Background: an optimization exercise with open tools, aiming at a short achievable clock period and few clock cycles per item. Do not read the settings as production practice. The clock input has no modelled driver; a real chip could not lean on it and would need a root buffer or a full tree. Power and IR drop assume default switching activity.

## v6
## axi_wr_slave
module axi_wr_slave (
    input  wire logic                  clk,
    input  wire logic                  rst_n,
    input  wire axi_wr_pkg::aw_cmd_t   aw,
    input  wire logic                  aw_valid,
    output logic                       aw_ready,
    input  wire axi_wr_pkg::w_beat_t   w,
    input  wire logic                  w_valid,
    output logic                       w_ready,
    output axi_wr_pkg::b_resp_t        b,
    output logic                       b_valid,
    input  wire logic                  b_ready,
    output axi_wr_pkg::mem_wr_t        mem,
    output logic                       mem_we,
    input  wire logic                  mem_ready
);
==> flow/config.mk <==
export PLATFORM = sky130hd
export DESIGN_NAME = axi_wr_slave
export DESIGN_NICKNAME = axi_wr_slave
export VERILOG_FILES = /design/flow/design.v
export SDC_FILE = /design/flow/constraint.sdc
export NUM_CORES = 4
export LEC_CHECK = 0
export ABC_CLOCK_PERIOD_IN_PS = 1800
export CAP_MARGIN = 20
export CORE_MARGIN = 2
export CORE_UTILIZATION = 55
export GPL_TIMING_DRIVEN = 1
export PLACE_DENSITY = 0.55
export SETUP_SLACK_MARGIN = 3.6
export SLEW_MARGIN = 20
==> flow/constraint.sdc <==
create_clock -name core_clock -period 5.5 [get_ports {clk}]
set_input_delay 1.1000 -clock core_clock [delete_from_list [all_inputs] [get_ports {clk}]]
set_output_delay 1.1000 -clock core_clock [all_outputs]
set_load 0.01 [all_outputs]
standard.sh (not shown) runs the stock make flow with config.mk's settings and CLKGATE_MAP_FILE= SYNTH_SCRIPT=/design/flow/synth_recipe.tcl, a recipe that flattens the netlist after the stock synthesis.
==> flow/flow/run.sh <==
#!/bin/bash
# Standard synthesis and layout with three changes:
# - the clock tree: the clock port feeds four first-level clock buffers,
#   each feeding a share of 24 leaf buffers placed at the centres of
#   flip-flop clusters, so every flip-flop sees two clock buffers
#   (balanced, lower insertion delay than the stock H-tree);
# - sizing may change a cell's footprint (MATCH_CELL_FOOTPRINT=0);
# - port buffering and timing repair do not use delay cells (nodly.tcl).
# Each step's full output goes to a log of its own here.
set -euo pipefail
here=$(pwd)
nd="$here/flow/nodly.tcl"
hooks=(MATCH_CELL_FOOTPRINT=0 PRE_FLOORPLAN_TCL="$nd" PRE_GLOBAL_PLACE_TCL="$nd"
       PRE_RESIZE_TCL="$nd" PRE_REPAIR_TIMING_POST_PLACE_TCL="$nd" PRE_DETAIL_PLACE_TCL="$nd"
       PRE_GLOBAL_ROUTE_TCL="$nd" PRE_DETAIL_ROUTE_TCL="$nd")
bash standard.sh synth > "$here/log_1_synth.log" 2>&1
bash standard.sh "${hooks[@]}" floorplan place > "$here/log_2_place.log" 2>&1
bash standard.sh "${hooks[@]}" PRE_CTS_TCL="$here/flow/cts_tree.tcl" cts > "$here/log_3_cts.log" 2>&1
bash standard.sh "${hooks[@]}" finish > "$here/log_4_finish.log" 2>&1
==> flow/flow/cts_tree.tcl <==
# Manual two-level clock tree: the clock port feeds NROOT first-level
# buffers, each feeding its share of NLEAF leaf buffers, each leaf feeding
# a cluster of flip-flop clock pins (k-means on pin location, with a cap
# on the cluster size so every leaf carries about the same load).
proc kmeans {pts k iters} {
  # pts: list of {x y}; returns list of cluster index per point and centroids
  set n [llength $pts]
  set cents {}
  # seed: sort by x then pick evenly spaced
  set sorted [lsort -real -index 0 $pts]
  for {set i 0} {$i < $k} {incr i} { lappend cents [lindex $sorted [expr {int(($i + 0.5) * $n / $k)}]] }
  set asg [lrepeat $n 0]
  for {set it 0} {$it < $iters} {incr it} {
    set asg {}
    foreach p $pts {
      lassign $p x y
      set best 0; set bd 1e18; set ci 0
      foreach c $cents { lassign $c cx cy; set d [expr {($x-$cx)*($x-$cx)+($y-$cy)*($y-$cy)}]; if {$d < $bd} {set bd $d; set best $ci}; incr ci }
      lappend asg $best
    }
    set sx [lrepeat $k 0.0]; set sy [lrepeat $k 0.0]; set sn [lrepeat $k 0]
    foreach p $pts a $asg { lassign $p x y; lset sx $a [expr {[lindex $sx $a]+$x}]; lset sy $a [expr {[lindex $sy $a]+$y}]; lset sn $a [expr {[lindex $sn $a]+1}] }
    set nc {}
    for {set i 0} {$i < $k} {incr i} { if {[lindex $sn $i] > 0} { lappend nc [list [expr {[lindex $sx $i]/[lindex $sn $i]}] [expr {[lindex $sy $i]/[lindex $sn $i]}]] } else { lappend nc [lindex $cents $i] } }
    set cents $nc
  }
  return [list $asg $cents]
}

# Capacity-limited k-means: no cluster gets more than cap points.
proc balanced_kmeans {pts k iters cap} {
  lassign [kmeans $pts $k $iters] asg cents
  set n [llength $pts]
  for {set it 0} {$it < $iters} {incr it} {
    set pairs {}
    set i 0
    foreach p $pts {
      lassign $p x y
      set ci 0
      foreach c $cents {
        lassign $c cx cy
        lappend pairs [list [expr {abs($x-$cx)+abs($y-$cy)}] $i $ci]
        incr ci
      }
      incr i
    }
    set pairs [lsort -real -index 0 $pairs]
    set asg [lrepeat $n -1]
    set cnt [lrepeat $k 0]
    foreach pr $pairs {
      lassign $pr d i ci
      if {[lindex $asg $i] >= 0 || [lindex $cnt $ci] >= $cap} continue
      lset asg $i $ci
      lset cnt $ci [expr {[lindex $cnt $ci] + 1}]
    }
    set sx [lrepeat $k 0.0]; set sy [lrepeat $k 0.0]; set sn [lrepeat $k 0]
    foreach p $pts a $asg { lassign $p x y; lset sx $a [expr {[lindex $sx $a]+$x}]; lset sy $a [expr {[lindex $sy $a]+$y}]; lset sn $a [expr {[lindex $sn $a]+1}] }
    set nc {}
    for {set c 0} {$c < $k} {incr c} { if {[lindex $sn $c] > 0} { lappend nc [list [expr {[lindex $sx $c]/[lindex $sn $c]}] [expr {[lindex $sy $c]/[lindex $sn $c]}]] } else { lappend nc [lindex $cents $c] } }
    set cents $nc
  }
  return [list $asg $cents]
}

proc build_tree {nroot nleaf bufname {leafname ""}} {
  if {$leafname eq ""} { set leafname $bufname }
  set block [ord::get_db_block]
  set master [[ord::get_db] findMaster $leafname]
  set rmaster [[ord::get_db] findMaster $bufname]
  set clknet [$block findNet clk]
  # sinks
  set sinks {}; set pts {}
  foreach it [$clknet getITerms] {
    set inst [$it getInst]
    if {[[$inst getMaster] isSequential] || [string match "*df*" [[$inst getMaster] getName]]} {
      lassign [$inst getLocation] x y
      lappend sinks $it; lappend pts [list $x $y]
    }
  }
  puts "sinks [llength $sinks]"
  # About 18 flip-flops per leaf buffer at most
  set nleaf [expr {max($nleaf, ([llength $sinks] + 17) / 18)}]
  puts "leaf buffers $nleaf"
  set cap [expr {([llength $sinks] + $nleaf - 1) / $nleaf + 1}]
  lassign [balanced_kmeans $pts $nleaf 8 $cap] asg cents
  # leaf buffers
  set leaves {}
  for {set i 0} {$i < $nleaf} {incr i} {
    set b [odb::dbInst_create $block $master "clkleaf_$i"]
    set n [odb::dbNet_create $block "clknet_leaf_$i"]
    $n setSigType CLOCK
    lassign [lindex $cents $i] cx cy
    $b setLocation [expr {int($cx)}] [expr {int($cy)}]
    $b setPlacementStatus PLACED
    [$b findITerm X] connect $n
    lappend leaves $b
  }
  foreach it $sinks a $asg { $it disconnect; $it connect [$block findNet "clknet_leaf_$a"] }
  # first level: cluster the leaves
  set lpts {}
  foreach c $cents { lappend lpts $c }
  set rcap [expr {($nleaf + $nroot - 1) / $nroot}]
  lassign [balanced_kmeans $lpts $nroot 8 $rcap] rasg rcents
  for {set r 0} {$r < $nroot} {incr r} {
    set b [odb::dbInst_create $block $rmaster "clkroot_$r"]
    set n [odb::dbNet_create $block "clknet_root_$r"]
    $n setSigType CLOCK
    lassign [lindex $rcents $r] cx cy
    $b setLocation [expr {int($cx)}] [expr {int($cy)}]
    $b setPlacementStatus PLACED
    [$b findITerm X] connect $n
    [$b findITerm A] connect $clknet
  }
  foreach l $leaves a $rasg { [$l findITerm A] connect [$block findNet "clknet_root_$a"] }
  $clknet setSigType CLOCK
}

# Run from cts.tcl's PRE_CTS hook: build the tree here and leave
# clock_tree_synthesis with nothing to do. The rest of the CTS step
# (legalisation, timing repair, checks) runs as usual.
source [file join [file dirname [info script]] nodly.tcl]
source [file join [file dirname [info script]] outfix.tcl]
fix_outputs sky130_fd_sc_hd__buf_4 sky130_fd_sc_hd__buf_2
build_tree 4 40 sky130_fd_sc_hd__clkbuf_16 sky130_fd_sc_hd__clkbuf_8
rename clock_tree_synthesis ""
proc clock_tree_synthesis {args} { puts "manual clock tree in place; clock_tree_synthesis skipped" }
Other scripts of this flow, unchanged in this note and not shown: flow/flow/nodly.tcl, flow/flow/outfix.tcl
In summary, v6 completed successfully, with a layout that passed the timing, DRC and antenna checks.
Relative to v6, the following input files were edited for v7:
-- flow/flow/cts_tree.tcl --
<<< v6, line 1
# Manual two-level clock tree: the clock port feeds NROOT first-level
# buffers, each feeding its share of NLEAF leaf buffers, each leaf feeding
# a cluster of flip-flop clock pins (k-means on pin location, with a cap
# on the cluster size so every leaf carries about the same load).
proc kmeans {pts k iters} {
  # pts: list of {x y}; returns list of cluster index per point and centroids
>>> v7, line 1
# Manual two-level clock tree: the clock port feeds NROOT first-level
# buffers, each feeding its share of NLEAF leaf buffers, each leaf feeding
# a cluster of flip-flop clock pins (k-means on pin location).
proc kmeans {pts k iters} {
  # pts: list of {x y}; returns list of cluster index per point and centroids
<<< v6, line 63
}

proc build_tree {nroot nleaf bufname {leafname ""}} {
  if {$leafname eq ""} { set leafname $bufname }
  set block [ord::get_db_block]
  set master [[ord::get_db] findMaster $leafname]
  set rmaster [[ord::get_db] findMaster $bufname]
  set clknet [$block findNet clk]
  # sinks
>>> v7, line 62
}

proc build_tree {nroot nleaf bufname} {
  set block [ord::get_db_block]
  set master [[ord::get_db] findMaster $bufname]
  set clknet [$block findNet clk]
  # sinks
<<< v6, line 103
  lassign [balanced_kmeans $lpts $nroot 8 $rcap] rasg rcents
  for {set r 0} {$r < $nroot} {incr r} {
    set b [odb::dbInst_create $block $rmaster "clkroot_$r"]
    set n [odb::dbNet_create $block "clknet_root_$r"]
    $n setSigType CLOCK
>>> v7, line 100
  lassign [balanced_kmeans $lpts $nroot 8 $rcap] rasg rcents
  for {set r 0} {$r < $nroot} {incr r} {
    set b [odb::dbInst_create $block $master "clkroot_$r"]
    set n [odb::dbNet_create $block "clknet_root_$r"]
    $n setSigType CLOCK
<<< v6, line 122
source [file join [file dirname [info script]] outfix.tcl]
fix_outputs sky130_fd_sc_hd__buf_4 sky130_fd_sc_hd__buf_2
build_tree 4 40 sky130_fd_sc_hd__clkbuf_16 sky130_fd_sc_hd__clkbuf_8
rename clock_tree_synthesis ""
proc clock_tree_synthesis {args} { puts "manual clock tree in place; clock_tree_synthesis skipped" }
>>> v7, line 119
source [file join [file dirname [info script]] outfix.tcl]
fix_outputs sky130_fd_sc_hd__buf_4 sky130_fd_sc_hd__buf_2
build_tree 4 32 sky130_fd_sc_hd__clkbuf_16
rename clock_tree_synthesis ""
proc clock_tree_synthesis {args} { puts "manual clock tree in place; clock_tree_synthesis skipped" }
Results
The flow did not stop early for v7: all stages ran, and the layout cleared the timing, DRC and antenna checks. Lower final total power among v7 and v6: v6. v6 → v7: combinational group share of total power moved down; proportion of cell area occupied by multi-input gates moved down. Where clock power is concerned, v6 is better than v7.
No functional check of the RTL was part of any run of this note. In every run of this note, the design's own scripts or RTL, not TritonCTS, make the clock network.

separate check: timing with driven ports:
The results above use ideal ports. As a check the final layouts listed here were re-extracted and re-timed, cells and wires unchanged.
Step 1, drivers: a clkbuf_16 drives clk and a buf_2 each remaining input, both assumed.
Step 2 moves the port delays by t, midway between the first and last clock arrival at a register: inputs arrive t later, outputs are due t later. That takes back most of the time a late clock gives input paths.
Slacks: ideal ports / drivers / drivers and shift; pairs: ideal ports / drivers.
run	t (ns)	setup WS [ns]	worst setup path at the end	latest minus earliest clock arrival (ns)
v6	0.460	3.547 / 3.427 / 3.186	input to register	0.041 / 0.042
v7	0.461	3.525 / 3.412 / 3.286	input to register	0.043 / 0.043
After both steps setup and hold are still met in every run listed. The setup slack of v6, which loses most, moves by -0.120 ns with the drivers and by -0.361 ns with both steps.
